Source: an optimization exercise on an open RTL-to-GDS flow (aim: small area and a short achievable clock period). Production flows keep margins and buffers that such runs may drop.
At most, simulation tests tie the RTL to the original design; equivalence was not proved.
Power figures rest on the tool's default switching activity, not on a simulated workload.

==> exp/fjord <==
## mult_top
module mult_top (
    input  logic               clk,
    input  logic               reset,
    input  logic               in_valid,
    input  mult_pkg::operand_t a,
    input  mult_pkg::operand_t b,
    output logic               out_valid,
    output mult_pkg::product_u product
);
clock: 8.0 ns
lec_check: 0
cap_margin: 20
core_margin: 2
core_utilization: 40
place_density: 0.6
setup_slack_margin: 5
slew_margin: 20
synth_hierarchical: 1
run.sh (not shown) runs the stock make flow with config.mk's settings and CLKGATE_MAP_FILE= SYNTH_SCRIPT=/design/flow/synth_recipe.tcl, a recipe that flattens the netlist after the stock synthesis.
==> inputs of exp/garnet, as changes to exp/fjord <==
--- a/flow/config.mk
+++ b/flow/config.mk
@@ -11,3 +11,2 @@
 export PLACE_DENSITY = 0.6
-export SETUP_SLACK_MARGIN = 5
 export SLEW_MARGIN = 20
==> comparison <==
exp/fjord passed the timing, DRC and antenna checks. exp/garnet completed with no timing, DRC or antenna violations. Global-route usage: exp/garnet is lower than exp/fjord (1.0 points). Count of clock-buffer cells in the layout: exp/fjord is lower than exp/garnet (3). Critical path depth is the same in exp/fjord and exp/garnet. In area after synthesis, exp/garnet and exp/fjord do not differ. Flip-flop and latch count is the same in exp/garnet and exp/fjord. In synthesized cell count, exp/garnet and exp/fjord do not differ.
No run of this note included a check of the RTL's function; only the layout flow was run.

---

==> inputs of 03-28 <==
mult_top, a different RTL version from the one above (not shown whole).
==> flow/config.mk <==
export PLATFORM = sky130hd
export DESIGN_NAME = mult_top
export DESIGN_NICKNAME = mult_top
export VERILOG_FILES = /design/flow/design.v
export SDC_FILE = /design/flow/constraint.sdc
export NUM_CORES = 4
export LEC_CHECK = 0
export CAP_MARGIN = 20
export CORE_MARGIN = 2
export CORE_UTILIZATION = 40
export CTS_BUF_LIST = sky130_fd_sc_hd__clkbuf_4 sky130_fd_sc_hd__clkbuf_8
export PLACE_DENSITY = 0.6
export SETUP_SLACK_MARGIN = 5
export SLEW_MARGIN = 20
export SYNTH_HIERARCHICAL = 1
==> flow/constraint.sdc <==
create_clock -name core_clock -period 8.0 [get_ports {clk}]
set_input_delay 1.6000 -clock core_clock [delete_from_list [all_inputs] [get_ports {clk}]]
set_output_delay 1.6000 -clock core_clock [all_outputs]
set_load 0.01 [all_outputs]
standard.sh (not shown) runs the stock make flow with config.mk's settings and CLKGATE_MAP_FILE= SYNTH_SCRIPT=/design/flow/synth_recipe.tcl, a recipe that flattens the netlist after the stock synthesis.
==> flow/flow/run.sh <==
#!/bin/bash
# Own layout flow: the standard layout (standard.sh, with its unchanged
# synthesis) plus a few extra ORFS make settings from flow/extra.txt, one
# VAR=value per line. Each step's full output goes to a log in this folder.
set -euo pipefail
EXTRA=()
while IFS= read -r l; do
  [[ -n "$l" && "$l" != \#* ]] && EXTRA+=("$l")
done < flow/extra.txt
# standard.sh passes its knobs on make's command line; ours go after them
sed 's#"${@:-finish}"#"${EXTRA[@]}" "${@:-finish}"#' standard.sh > own_standard.sh
( set -- synth; source ./own_standard.sh ) > synth.log 2>&1
( set -- finish; source ./own_standard.sh ) > layout.log 2>&1
test -f out/final.def
==> flow/flow/extra.txt <==
# port buffers: a plain buffer instead of the delay buffer buffer_ports picks
BUFFER_PORTS_ARGS=-buffer_cell sky130_fd_sc_hd__buf_2
==> inputs of 03-07, as changes to 03-28 <==
--- a/flow/design.v
+++ b/flow/design.v
@@ -694,18 +694,38 @@
     logic c414;
     logic s415;
     logic c416;
     logic s417;
     logic c418;
     logic s419;
     logic c420;
+    logic m1_0_0;
+    logic m1_1_0;
+    logic m1_1_1;
+    logic m1_2_0;
+    logic m1_2_1;
+    logic m1_2_2;
+    logic m1_3_0;
+    logic m1_3_1;
+    logic m1_3_2;
+    logic m1_4_0;
+    logic m1_4_1;
+    logic m1_4_2;
+    logic m1_5_0;
+    logic m1_5_1;
+    logic m1_5_2;
+    logic m1_6_0;
+    logic m1_6_1;
+    logic m1_6_2;
+    logic m1_7_0;
+    logic m1_7_1;
+    logic m1_7_2;
     logic m1_8_0;
     logic m1_8_1;
     logic m1_8_2;
-    logic m1_8_3;
     logic m1_9_0;
     logic m1_9_1;
     logic m1_9_2;
     logic m1_10_0;
     logic m1_10_1;
     logic m1_10_2;
     logic m1_11_0;
@@ -762,17 +782,14 @@
     logic m1_28_0;
     logic m1_28_1;
     logic m1_28_2;
     logic m1_29_0;
     logic m1_29_1;
     logic m1_29_2;
     logic m1_30_0;
-    logic [8:0] lo_w, lo_q;
-    logic [9:0] lo_t;
-    logic [24:0] hi_w;
     always_ff @(posedge clk) begin
         a_r <= a;
         b_r <= b;
     end
     always_ff @(posedge clk) begin
         if (reset) begin
             v         <= '0;
@@ -1034,44 +1051,36 @@
     assign pp_15_9 = ~(a_r[15] & b_r[9]);
     assign pp_15_10 = ~(a_r[15] & b_r[10]);
     assign pp_15_11 = ~(a_r[15] & b_r[11]);
     assign pp_15_12 = ~(a_r[15] & b_r[12]);
     assign pp_15_13 = ~(a_r[15] & b_r[13]);
     assign pp_15_14 = ~(a_r[15] & b_r[14]);
     assign pp_15_15 = ~(a_r[15] & b_r[15]);
-    mult_xnor u_s1 (.x(pp_0_13), .y(pp_1_12), .s(s1));
-    mult_or u_c2 (.x(pp_0_13), .y(pp_1_12), .c(c2));
+    mult_hai u_s1 (.x(pp_0_13), .y(pp_1_12), .s(s1), .c(c2));
     mult_fa u_s3 (.x(pp_0_14), .y(pp_1_13), .z(pp_2_12), .s(s3), .c(c4));
-    mult_xnor u_s5 (.x(pp_3_11), .y(pp_4_10), .s(s5));
-    mult_or u_c6 (.x(pp_3_11), .y(pp_4_10), .c(c6));
+    mult_hai u_s5 (.x(pp_3_11), .y(pp_4_10), .s(s5), .c(c6));
     mult_fa u_s7 (.x(pp_0_15), .y(pp_1_14), .z(pp_2_13), .s(s7), .c(c8));
     mult_fa u_s9 (.x(pp_3_12), .y(pp_4_11), .z(pp_5_10), .s(s9), .c(c10));
-    mult_xnor u_s11 (.x(pp_6_9), .y(pp_7_8), .s(s11));
-    mult_or u_c12 (.x(pp_6_9), .y(pp_7_8), .c(c12));
+    mult_hai u_s11 (.x(pp_6_9), .y(pp_7_8), .s(s11), .c(c12));
     mult_fa u_s13 (.x(pp_1_15), .y(pp_2_14), .z(pp_3_13), .s(s13), .c(c14));
     mult_fa u_s15 (.x(pp_4_12), .y(pp_5_11), .z(pp_6_10), .s(s15), .c(c16));
-    mult_xnor u_s17 (.x(pp_7_9), .y(pp_8_8), .s(s17));
-    mult_or u_c18 (.x(pp_7_9), .y(pp_8_8), .c(c18));
+    mult_hai u_s17 (.x(pp_7_9), .y(pp_8_8), .s(s17), .c(c18));
     mult_fa u_s19 (.x(pp_2_15), .y(pp_3_14), .z(pp_4_13), .s(s19), .c(c20));
     mult_fa u_s21 (.x(pp_5_12), .y(pp_6_11), .z(pp_7_10), .s(s21), .c(c22));
     mult_fa u_s23 (.x(pp_3_15), .y(pp_4_14), .z(pp_5_13), .s(s23), .c(c24));
-    mult_xnor u_s25 (.x(pp_0_9), .y(pp_1_8), .s(s25));
-    mult_or u_c26 (.x(pp_0_9), .y(pp_1_8), .c(c26));
+    mult_hai u_s25 (.x(pp_0_9), .y(pp_1_8), .s(s25), .c(c26));
     mult_fa u_s27 (.x(pp_0_10), .y(pp_1_9), .z(pp_2_8), .s(s27), .c(c28));
-    mult_xnor u_s29 (.x(pp_3_7), .y(pp_4_6), .s(s29));
-    mult_or u_c30 (.x(pp_3_7), .y(pp_4_6), .c(c30));
+    mult_hai u_s29 (.x(pp_3_7), .y(pp_4_6), .s(s29), .c(c30));
     mult_fa u_s31 (.x(pp_0_11), .y(pp_1_10), .z(pp_2_9), .s(s31), .c(c32));
     mult_fa u_s33 (.x(pp_3_8), .y(pp_4_7), .z(pp_5_6), .s(s33), .c(c34));
-    mult_xnor u_s35 (.x(pp_6_5), .y(pp_7_4), .s(s35));
-    mult_or u_c36 (.x(pp_6_5), .y(pp_7_4), .c(c36));
+    mult_hai u_s35 (.x(pp_6_5), .y(pp_7_4), .s(s35), .c(c36));
     mult_fa u_s37 (.x(pp_0_12), .y(pp_1_11), .z(pp_2_10), .s(s37), .c(c38));
     mult_fa u_s39 (.x(pp_3_9), .y(pp_4_8), .z(pp_5_7), .s(s39), .c(c40));
     mult_fa u_s41 (.x(pp_6_6), .y(pp_7_5), .z(pp_8_4), .s(s41), .c(c42));
-    mult_xnor u_s43 (.x(pp_9_3), .y(pp_10_2), .s(s43));
-    mult_or u_c44 (.x(pp_9_3), .y(pp_10_2), .c(c44));
+    mult_hai u_s43 (.x(pp_9_3), .y(pp_10_2), .s(s43), .c(c44));
     mult_fa u_s45 (.x(pp_2_11), .y(pp_3_10), .z(pp_4_9), .s(s45), .c(c46));
     mult_fa u_s47 (.x(pp_5_8), .y(pp_6_7), .z(pp_7_6), .s(s47), .c(c48));
     mult_fa u_s49 (.x(pp_8_5), .y(pp_9_4), .z(pp_10_3), .s(s49), .c(c50));
     mult_fa u_s51 (.x(pp_11_2), .y(pp_12_1), .z(pp_13_0), .s(s51), .c(c52));
     mult_fa u_s53 (.x(pp_5_9), .y(pp_6_8), .z(pp_7_7), .s(s53), .c(c54));
     mult_fa u_s55 (.x(pp_8_6), .y(pp_9_5), .z(pp_10_4), .s(s55), .c(c56));
     mult_fa u_s57 (.x(pp_11_3), .y(pp_12_2), .z(pp_13_1), .s(s57), .c(c58));
@@ -1098,23 +1107,20 @@
     mult_fa u_s99 (.x(pp_13_6), .y(pp_14_5), .z(pp_15_4), .s(s99), .c(c100));
     mult_fa u_s101 (.x(pp_5_15), .y(pp_6_14), .z(pp_7_13), .s(s101), .c(c102));
     mult_fa u_s103 (.x(pp_8_12), .y(pp_9_11), .z(pp_10_10), .s(s103), .c(c104));
     mult_fa u_s105 (.x(pp_11_9), .y(pp_12_8), .z(pp_13_7), .s(s105), .c(c106));
     mult_fa u_s107 (.x(pp_6_15), .y(pp_7_14), .z(pp_8_13), .s(s107), .c(c108));
     mult_fa u_s109 (.x(pp_9_12), .y(pp_10_11), .z(pp_11_10), .s(s109), .c(c110));
     mult_fa u_s111 (.x(pp_7_15), .y(pp_8_14), .z(pp_9_13), .s(s111), .c(c112));
-    mult_xnor u_s113 (.x(pp_0_6), .y(pp_1_5), .s(s113));
-    mult_or u_c114 (.x(pp_0_6), .y(pp_1_5), .c(c114));
+    mult_hai u_s113 (.x(pp_0_6), .y(pp_1_5), .s(s113), .c(c114));
     mult_fa u_s115 (.x(pp_0_7), .y(pp_1_6), .z(pp_2_5), .s(s115), .c(c116));
-    mult_xnor u_s117 (.x(pp_3_4), .y(pp_4_3), .s(s117));
-    mult_or u_c118 (.x(pp_3_4), .y(pp_4_3), .c(c118));
+    mult_hai u_s117 (.x(pp_3_4), .y(pp_4_3), .s(s117), .c(c118));
     mult_fa u_s119 (.x(pp_0_8), .y(pp_1_7), .z(pp_2_6), .s(s119), .c(c120));
     mult_fa u_s121 (.x(pp_3_5), .y(pp_4_4), .z(pp_5_3), .s(s121), .c(c122));
-    mult_xnor u_s123 (.x(pp_6_2), .y(pp_7_1), .s(s123));
-    mult_or u_c124 (.x(pp_6_2), .y(pp_7_1), .c(c124));
+    mult_hai u_s123 (.x(pp_6_2), .y(pp_7_1), .s(s123), .c(c124));
     mult_fa u_s125 (.x(pp_2_7), .y(pp_3_6), .z(pp_4_5), .s(s125), .c(c126));
     mult_fa u_s127 (.x(pp_5_4), .y(pp_6_3), .z(pp_7_2), .s(s127), .c(c128));
     mult_fa u_s129 (.x(pp_8_1), .y(pp_9_0), .z(s25), .s(s129), .c(c130));
     mult_fa u_s131 (.x(pp_5_5), .y(pp_6_4), .z(pp_7_3), .s(s131), .c(c132));
     mult_fa u_s133 (.x(pp_8_2), .y(pp_9_1), .z(pp_10_0), .s(s133), .c(c134));
     mult_fa u_s135 (.x(c26), .y(s29), .z(s27), .s(s135), .c(c136));
     mult_fa u_s137 (.x(pp_8_3), .y(pp_9_2), .z(pp_10_1), .s(s137), .c(c138));
@@ -1155,19 +1161,17 @@
     mult_fa u_s207 (.x(c108), .y(c110), .z(s111), .s(s207), .c(c208));
     mult_fa u_s209 (.x(pp_8_15), .y(pp_9_14), .z(pp_10_13), .s(s209), .c(c210));
     mult_fa u_s211 (.x(pp_11_12), .y(pp_12_11), .z(pp_13_10), .s(s211), .c(c212));
     mult_fa u_s213 (.x(pp_14_9), .y(pp_15_8), .z(c112), .s(s213), .c(c214));
     mult_fa u_s215 (.x(pp_9_15), .y(pp_10_14), .z(pp_11_13), .s(s215), .c(c216));
     mult_fa u_s217 (.x(pp_12_12), .y(pp_13_11), .z(pp_14_10), .s(s217), .c(c218));
     mult_fa u_s219 (.x(pp_10_15), .y(pp_11_14), .z(pp_12_13), .s(s219), .c(c220));
-    mult_xnor u_s221 (.x(pp_0_4), .y(pp_1_3), .s(s221));
-    mult_or u_c222 (.x(pp_0_4), .y(pp_1_3), .c(c222));
+    mult_hai u_s221 (.x(pp_0_4), .y(pp_1_3), .s(s221), .c(c222));
     mult_fa u_s223 (.x(pp_0_5), .y(pp_1_4), .z(pp_2_3), .s(s223), .c(c224));
-    mult_xnor u_s225 (.x(pp_3_2), .y(pp_4_1), .s(s225));
-    mult_or u_c226 (.x(pp_3_2), .y(pp_4_1), .c(c226));
+    mult_hai u_s225 (.x(pp_3_2), .y(pp_4_1), .s(s225), .c(c226));
     mult_fa u_s227 (.x(pp_2_4), .y(pp_3_3), .z(pp_4_2), .s(s227), .c(c228));
     mult_fa u_s229 (.x(pp_5_1), .y(pp_6_0), .z(s113), .s(s229), .c(c230));
     mult_fa u_s231 (.x(pp_5_2), .y(pp_6_1), .z(pp_7_0), .s(s231), .c(c232));
     mult_fa u_s233 (.x(c114), .y(s117), .z(s115), .s(s233), .c(c234));
     mult_fa u_s235 (.x(pp_8_0), .y(c118), .z(s123), .s(s235), .c(c236));
     mult_fa u_s237 (.x(c116), .y(s119), .z(s121), .s(s237), .c(c238));
     mult_fa u_s239 (.x(c124), .y(c120), .z(c122), .s(s239), .c(c240));
@@ -1203,16 +1207,15 @@
     mult_fa u_s299 (.x(pp_15_9), .y(c210), .z(c212), .s(s299), .c(c300));
     mult_fa u_s301 (.x(s215), .y(s217), .z(c214), .s(s301), .c(c302));
     mult_fa u_s303 (.x(pp_13_12), .y(pp_14_11), .z(pp_15_10), .s(s303), .c(c304));
     mult_fa u_s305 (.x(c216), .y(c218), .z(s219), .s(s305), .c(c306));
     mult_fa u_s307 (.x(pp_11_15), .y(pp_12_14), .z(pp_13_13), .s(s307), .c(c308));
     mult_fa u_s309 (.x(pp_14_12), .y(pp_15_11), .z(c220), .s(s309), .c(c310));
     mult_fa u_s311 (.x(pp_12_15), .y(pp_13_14), .z(pp_14_13), .s(s311), .c(c312));
-    mult_xnor u_s313 (.x(pp_0_3), .y(pp_1_2), .s(s313));
-    mult_or u_c314 (.x(pp_0_3), .y(pp_1_2), .c(c314));
+    mult_hai u_s313 (.x(pp_0_3), .y(pp_1_2), .s(s313), .c(c314));
     mult_fa u_s315 (.x(pp_2_2), .y(pp_3_1), .z(pp_4_0), .s(s315), .c(c316));
     mult_fa u_s317 (.x(pp_5_0), .y(c222), .z(s225), .s(s317), .c(c318));
     mult_fa u_s319 (.x(c226), .y(c224), .z(s227), .s(s319), .c(c320));
     mult_fa u_s321 (.x(c228), .y(s231), .z(c230), .s(s321), .c(c322));
     mult_fa u_s323 (.x(c232), .y(s235), .z(c234), .s(s323), .c(c324));
     mult_fa u_s325 (.x(c236), .y(s239), .z(c238), .s(s325), .c(c326));
     mult_fa u_s327 (.x(c240), .y(s243), .z(c242), .s(s327), .c(c328));
@@ -1230,23 +1233,20 @@
     mult_fa u_s351 (.x(s291), .y(c288), .z(c290), .s(s351), .c(c352));
     mult_fa u_s353 (.x(s295), .y(c292), .z(c294), .s(s353), .c(c354));
     mult_fa u_s355 (.x(c296), .y(s299), .z(s301), .s(s355), .c(c356));
     mult_fa u_s357 (.x(s303), .y(c300), .z(s305), .s(s357), .c(c358));
     mult_fa u_s359 (.x(c304), .y(s307), .z(s309), .s(s359), .c(c360));
     mult_fa u_s361 (.x(pp_15_12), .y(c308), .z(s311), .s(s361), .c(c362));
     mult_fa u_s363 (.x(pp_13_15), .y(pp_14_14), .z(pp_15_13), .s(s363), .c(c364));
-    mult_xnor u_s365 (.x(pp_0_2), .y(pp_1_1), .s(s365));
-    mult_or u_c366 (.x(pp_0_2), .y(pp_1_1), .c(c366));
-    mult_fa u_s367 (.x(pp_2_1), .y(pp_3_0), .z(s313), .s(s367), .c(c368));
-    mult_fa u_s369 (.x(c314), .y(s221), .z(s315), .s(s369), .c(c370));
-    mult_fa u_s371 (.x(c316), .y(s223), .z(s317), .s(s371), .c(c372));
-    mult_fa u_s373 (.x(c318), .y(s229), .z(s319), .s(s373), .c(c374));
-    mult_fa u_s375 (.x(c320), .y(s233), .z(s321), .s(s375), .c(c376));
-    assign lo_t = {1'b0, c374, c372, c370, c368, c366, pp_2_0, pp_0_1, pp_0_0, 1'b1} + {1'b0, s375, s373, s371, s369, s367, s365, pp_1_0, 1'b1, 1'b1};
-    assign lo_w = lo_t[9:1];
+    mult_hai u_s365 (.x(m1_2_0), .y(m1_2_1), .s(s365), .c(c366));
+    mult_fa u_s367 (.x(m1_3_0), .y(m1_3_1), .z(m1_3_2), .s(s367), .c(c368));
+    mult_fa u_s369 (.x(m1_4_0), .y(m1_4_1), .z(m1_4_2), .s(s369), .c(c370));
+    mult_fa u_s371 (.x(m1_5_0), .y(m1_5_1), .z(m1_5_2), .s(s371), .c(c372));
+    mult_fa u_s373 (.x(m1_6_0), .y(m1_6_1), .z(m1_6_2), .s(s373), .c(c374));
+    mult_fa u_s375 (.x(m1_7_0), .y(m1_7_1), .z(m1_7_2), .s(s375), .c(c376));
     mult_fa u_s377 (.x(m1_8_0), .y(m1_8_1), .z(m1_8_2), .s(s377), .c(c378));
     mult_fa u_s379 (.x(m1_9_0), .y(m1_9_1), .z(m1_9_2), .s(s379), .c(c380));
     mult_fa u_s381 (.x(m1_10_0), .y(m1_10_1), .z(m1_10_2), .s(s381), .c(c382));
     mult_fa u_s383 (.x(m1_11_0), .y(m1_11_1), .z(m1_11_2), .s(s383), .c(c384));
     mult_fa u_s385 (.x(m1_12_0), .y(m1_12_1), .z(m1_12_2), .s(s385), .c(c386));
     mult_fa u_s387 (.x(m1_13_0), .y(m1_13_1), .z(m1_13_2), .s(s387), .c(c388));
     mult_fa u_s389 (.x(m1_14_0), .y(m1_14_1), .z(m1_14_2), .s(s389), .c(c390));
@@ -1261,23 +1261,40 @@
     mult_fa u_s407 (.x(m1_23_0), .y(m1_23_1), .z(m1_23_2), .s(s407), .c(c408));
     mult_fa u_s409 (.x(m1_24_0), .y(m1_24_1), .z(m1_24_2), .s(s409), .c(c410));
     mult_fa u_s411 (.x(m1_25_0), .y(m1_25_1), .z(m1_25_2), .s(s411), .c(c412));
     mult_fa u_s413 (.x(m1_26_0), .y(m1_26_1), .z(m1_26_2), .s(s413), .c(c414));
     mult_fa u_s415 (.x(m1_27_0), .y(m1_27_1), .z(m1_27_2), .s(s415), .c(c416));
     mult_fa u_s417 (.x(m1_28_0), .y(m1_28_1), .z(m1_28_2), .s(s417), .c(c418));
     mult_fa u_s419 (.x(m1_29_0), .y(m1_29_1), .z(m1_29_2), .s(s419), .c(c420));
-    assign hi_w = {1'b1, m1_30_0, c418, c416, c414, c412, c410, c408, c406, c404, c402, c400, c398, c396, c394, c392, c390, c388, c386, c384, c382, c380, c378, m1_8_3, lo_q[8]} + {1'b1, c420, s419, s417, s415, s413, s411, s409, s407, s405, s403, s401, s399, s397, s395, s393, s391, s389, s387, s385, s383, s381, s379, s377, lo_q[8]};
-    assign sum_w[7:0] = ~lo_q[7:0];
-    assign sum_w[31:8] = ~hi_w[24:1];
+    assign sum_w = ~({1'b1, m1_30_0, c418, c416, c414, c412, c410, c408, c406, c404, c402, c400, c398, c396, c394, c392, c390, c388, c386, c384, c382, c380, c378, c376, c374, c372, c370, c368, c366, m1_2_2, m1_1_0, m1_0_0} + {1'b1, c420, s419, s417, s415, s413, s411, s409, s407, s405, s403, s401, s399, s397, s395, s393, s391, s389, s387, s385, s383, s381, s379, s377, s375, s373, s371, s369, s367, s365, m1_1_1, 1'b1} + 32'd1);
     always_ff @(posedge clk) begin
-        lo_q <= lo_w;
+        m1_0_0 <= pp_0_0;
+        m1_1_0 <= pp_0_1;
+        m1_1_1 <= pp_1_0;
+        m1_2_0 <= pp_0_2;
+        m1_2_1 <= pp_1_1;
+        m1_2_2 <= pp_2_0;
+        m1_3_0 <= pp_2_1;
+        m1_3_1 <= pp_3_0;
+        m1_3_2 <= s313;
+        m1_4_0 <= c314;
+        m1_4_1 <= s221;
+        m1_4_2 <= s315;
+        m1_5_0 <= c316;
+        m1_5_1 <= s223;
+        m1_5_2 <= s317;
+        m1_6_0 <= c318;
+        m1_6_1 <= s229;
+        m1_6_2 <= s319;
+        m1_7_0 <= c320;
+        m1_7_1 <= s233;
+        m1_7_2 <= s321;
         m1_8_0 <= c322;
         m1_8_1 <= s237;
         m1_8_2 <= s323;
-        m1_8_3 <= c376;
         m1_9_0 <= s241;
         m1_9_1 <= c324;
         m1_9_2 <= s325;
         m1_10_0 <= s245;
         m1_10_1 <= c326;
         m1_10_2 <= s327;
         m1_11_0 <= c328;
@@ -1350,38 +1367,14 @@
     input  logic z,
     output logic s,
     output logic c
 );
     assign s = x ^ y ^ z;
     assign c = (x & y) | (x & z) | (y & z);
 endmodule
-module mult_bsel (
-    input  logic one,
-    input  logic two,
-    input  logic neg,
-    input  logic a1,
-    input  logic a0,
-    output logic p
-);
-    assign p = ((one & a1) | (two & a0)) ^ neg;
-endmodule
-module mult_xnor (
-    input  logic x,
-    input  logic y,
-    output logic s
-);
-    assign s = ~(x ^ y);
-endmodule
-module mult_or (
-    input  logic x,
-    input  logic y,
-    output logic c
-);
-    assign c = x | y;
-endmodule
 module mult_hai (
     input  logic x,
     input  logic y,
     output logic s,
     output logic c
 );
     assign s = ~(x ^ y);
==> flow/config.mk (replaced) <==
export PLATFORM = sky130hd
export DESIGN_NAME = mult_top
export DESIGN_NICKNAME = mult_top
export VERILOG_FILES = /design/flow/design.v
export SDC_FILE = /design/flow/constraint.sdc
export NUM_CORES = 4
export LEC_CHECK = 0
export CAP_MARGIN = 20
export CORE_MARGIN = 2
export CORE_UTILIZATION = 40
export PLACE_DENSITY = 0.6
export SETUP_SLACK_MARGIN = 5
export SLEW_MARGIN = 20
export SYNTH_HIERARCHICAL = 1
==> inputs of 03-05, as changes to 03-28 <==
--- a/flow/design.v
+++ b/flow/design.v
@@ -694,21 +694,18 @@
     logic c414;
     logic s415;
     logic c416;
     logic s417;
     logic c418;
     logic s419;
     logic c420;
-    logic m1_8_0;
-    logic m1_8_1;
-    logic m1_8_2;
-    logic m1_8_3;
     logic m1_9_0;
     logic m1_9_1;
     logic m1_9_2;
+    logic m1_9_3;
     logic m1_10_0;
     logic m1_10_1;
     logic m1_10_2;
     logic m1_11_0;
     logic m1_11_1;
     logic m1_11_2;
     logic m1_12_0;
@@ -762,17 +759,17 @@
     logic m1_28_0;
     logic m1_28_1;
     logic m1_28_2;
     logic m1_29_0;
     logic m1_29_1;
     logic m1_29_2;
     logic m1_30_0;
-    logic [8:0] lo_w, lo_q;
-    logic [9:0] lo_t;
-    logic [24:0] hi_w;
+    logic [9:0] lo_w, lo_q;
+    logic [10:0] lo_t;
+    logic [23:0] hi_w;
     always_ff @(posedge clk) begin
         a_r <= a;
         b_r <= b;
     end
     always_ff @(posedge clk) begin
         if (reset) begin
             v         <= '0;
@@ -1237,17 +1234,17 @@
     mult_xnor u_s365 (.x(pp_0_2), .y(pp_1_1), .s(s365));
     mult_or u_c366 (.x(pp_0_2), .y(pp_1_1), .c(c366));
     mult_fa u_s367 (.x(pp_2_1), .y(pp_3_0), .z(s313), .s(s367), .c(c368));
     mult_fa u_s369 (.x(c314), .y(s221), .z(s315), .s(s369), .c(c370));
     mult_fa u_s371 (.x(c316), .y(s223), .z(s317), .s(s371), .c(c372));
     mult_fa u_s373 (.x(c318), .y(s229), .z(s319), .s(s373), .c(c374));
     mult_fa u_s375 (.x(c320), .y(s233), .z(s321), .s(s375), .c(c376));
-    assign lo_t = {1'b0, c374, c372, c370, c368, c366, pp_2_0, pp_0_1, pp_0_0, 1'b1} + {1'b0, s375, s373, s371, s369, s367, s365, pp_1_0, 1'b1, 1'b1};
-    assign lo_w = lo_t[9:1];
-    mult_fa u_s377 (.x(m1_8_0), .y(m1_8_1), .z(m1_8_2), .s(s377), .c(c378));
+    mult_fa u_s377 (.x(c322), .y(s237), .z(s323), .s(s377), .c(c378));
+    assign lo_t = {1'b0, c376, c374, c372, c370, c368, c366, pp_2_0, pp_0_1, pp_0_0, 1'b1} + {1'b0, s377, s375, s373, s371, s369, s367, s365, pp_1_0, 1'b1, 1'b1};
+    assign lo_w = lo_t[10:1];
     mult_fa u_s379 (.x(m1_9_0), .y(m1_9_1), .z(m1_9_2), .s(s379), .c(c380));
     mult_fa u_s381 (.x(m1_10_0), .y(m1_10_1), .z(m1_10_2), .s(s381), .c(c382));
     mult_fa u_s383 (.x(m1_11_0), .y(m1_11_1), .z(m1_11_2), .s(s383), .c(c384));
     mult_fa u_s385 (.x(m1_12_0), .y(m1_12_1), .z(m1_12_2), .s(s385), .c(c386));
     mult_fa u_s387 (.x(m1_13_0), .y(m1_13_1), .z(m1_13_2), .s(s387), .c(c388));
     mult_fa u_s389 (.x(m1_14_0), .y(m1_14_1), .z(m1_14_2), .s(s389), .c(c390));
     mult_fa u_s391 (.x(m1_15_0), .y(m1_15_1), .z(m1_15_2), .s(s391), .c(c392));
@@ -1261,26 +1258,23 @@
     mult_fa u_s407 (.x(m1_23_0), .y(m1_23_1), .z(m1_23_2), .s(s407), .c(c408));
     mult_fa u_s409 (.x(m1_24_0), .y(m1_24_1), .z(m1_24_2), .s(s409), .c(c410));
     mult_fa u_s411 (.x(m1_25_0), .y(m1_25_1), .z(m1_25_2), .s(s411), .c(c412));
     mult_fa u_s413 (.x(m1_26_0), .y(m1_26_1), .z(m1_26_2), .s(s413), .c(c414));
     mult_fa u_s415 (.x(m1_27_0), .y(m1_27_1), .z(m1_27_2), .s(s415), .c(c416));
     mult_fa u_s417 (.x(m1_28_0), .y(m1_28_1), .z(m1_28_2), .s(s417), .c(c418));
     mult_fa u_s419 (.x(m1_29_0), .y(m1_29_1), .z(m1_29_2), .s(s419), .c(c420));
-    assign hi_w = {1'b1, m1_30_0, c418, c416, c414, c412, c410, c408, c406, c404, c402, c400, c398, c396, c394, c392, c390, c388, c386, c384, c382, c380, c378, m1_8_3, lo_q[8]} + {1'b1, c420, s419, s417, s415, s413, s411, s409, s407, s405, s403, s401, s399, s397, s395, s393, s391, s389, s387, s385, s383, s381, s379, s377, lo_q[8]};
-    assign sum_w[7:0] = ~lo_q[7:0];
-    assign sum_w[31:8] = ~hi_w[24:1];
+    assign hi_w = {1'b1, m1_30_0, c418, c416, c414, c412, c410, c408, c406, c404, c402, c400, c398, c396, c394, c392, c390, c388, c386, c384, c382, c380, m1_9_3, lo_q[9]} + {1'b1, c420, s419, s417, s415, s413, s411, s409, s407, s405, s403, s401, s399, s397, s395, s393, s391, s389, s387, s385, s383, s381, s379, lo_q[9]};
+    assign sum_w[8:0] = ~lo_q[8:0];
+    assign sum_w[31:9] = ~hi_w[23:1];
     always_ff @(posedge clk) begin
         lo_q <= lo_w;
-        m1_8_0 <= c322;
-        m1_8_1 <= s237;
-        m1_8_2 <= s323;
-        m1_8_3 <= c376;
         m1_9_0 <= s241;
         m1_9_1 <= c324;
         m1_9_2 <= s325;
+        m1_9_3 <= c378;
         m1_10_0 <= s245;
         m1_10_1 <= c326;
         m1_10_2 <= s327;
         m1_11_0 <= c328;
         m1_11_1 <= s249;
         m1_11_2 <= s329;
         m1_12_0 <= s253;
==> summary of the runs <==
03-07 completed without violations. 03-05 completed with no timing, DRC or antenna violations. 03-28 ran to the end with no violations.
Critical path depth: 03-05 > 03-07 > 03-28.
Synthesized cell count, lowest first: 03-05, 03-28, 03-07.
The lowest combinational power belongs to 03-05, the highest to 03-07.
Against 03-05, the synthesized area of 03-07 is larger by about 8%.
Total power: 03-05 < 03-28 < 03-07.
Sequential cell count, lowest first: 03-05, 03-28, 03-07.
Setup slack: 03-28 > 03-07 > 03-05.
Against 03-07, the sequential power of 03-28 is lower by about 4%.
Against 03-05, the non-clock buffer count of 03-07 is lower by 34.
Maximum frequency: 03-05 < 03-07 < 03-28.
==> figures <==
item                                                            03-05           03-07           03-28
Number of setup buffers added after CTS                            36               0              24
Met3 capacity usage during global routing                      0.0621          0.0449          0.0654
Power in combinational cells                                  2.58 mW         3.22 mW         2.96 mW
Inverters excl. clock                                              10              65              13
Mean number of vias per cell                                     5.18            5.15            5.15
CTS clock-pin slew for the worst setup and hold paths         0.10 ns         0.07 ns         0.10 ns
Total power                                                   4.14 mW         5.16 mW         4.56 mW
Area occupied by multi-input gates                          7060 um^2       7290 um^2       7130 um^2
Highest clock frequency the design can meet                   330 MHz         336 MHz         338 MHz
Fraction of area in multi-input gates                           0.600           0.588           0.613
Num tapcells                                                      330             341             330
Clock Power Share                                               0.131           0.165           0.123
Hold path start                                               lo_q[7]          m1_0_0         lo_q[3]
Peak-usage layer in the global routing report                    met2            met1            met2
Starting utilization of the core area                           0.403           0.405           0.408
Outcome                                                finished clean  finished clean  finished clean
Number of fill cells                                             2327            2493            2352
Clock buffers                                                      17              17              18
Largest net degree at the start of global routing                  48              61              52
Count of non-CTS buffers in the layout                            137             103             105
Design area                                                11800 um^2      12400 um^2      11600 um^2
The RTL of 03-07 and 03-05 was laid out without a check of its function.

[separate check: timing with driven ports]
In the flow no input, the clock included, has a driving cell. The finished layouts below were timed again as built, in two steps.
Step 1 (the two cells are an assumption about what drives the block):
set clk [get_ports {clk}]
set_driving_cell -lib_cell sky130_fd_sc_hd__clkbuf_16 $clk
set_driving_cell -lib_cell sky130_fd_sc_hd__buf_2 [delete_from_list [all_inputs] $clk]
Step 2, shift: input delay + t, output delay - t, t = (earliest + latest rising clock arrival at the registers) / 2. This alone moves slack from input paths to output paths.
Slacks: no drivers / after step 1 / after step 2; pairs: no drivers / after step 1.
run	shift t [ns]	setup slack, ns	worst setup path after step 2	worst data-port slew with drivers (ns)	pins driven straight from the clock port
exp/fjord	0.473	4.872 / 4.872 / 4.815	input to register	0.03	1
exp/garnet	0.469	4.560 / 4.560 / 4.560	register to register	0.03	1
03-28	0.493	5.043 / 5.043 / 4.889	input to register	0.04	1
03-07	0.481	5.027 / 5.027 / 5.027	register to register	0.03	1
03-05	0.494	4.968 / 4.968 / 4.684	input to register	0.04	1
After both steps setup and hold are still met in every run listed. The setup slack of 03-05, which loses most, moves by 0.000 ns with the drivers and by -0.284 ns with both steps.
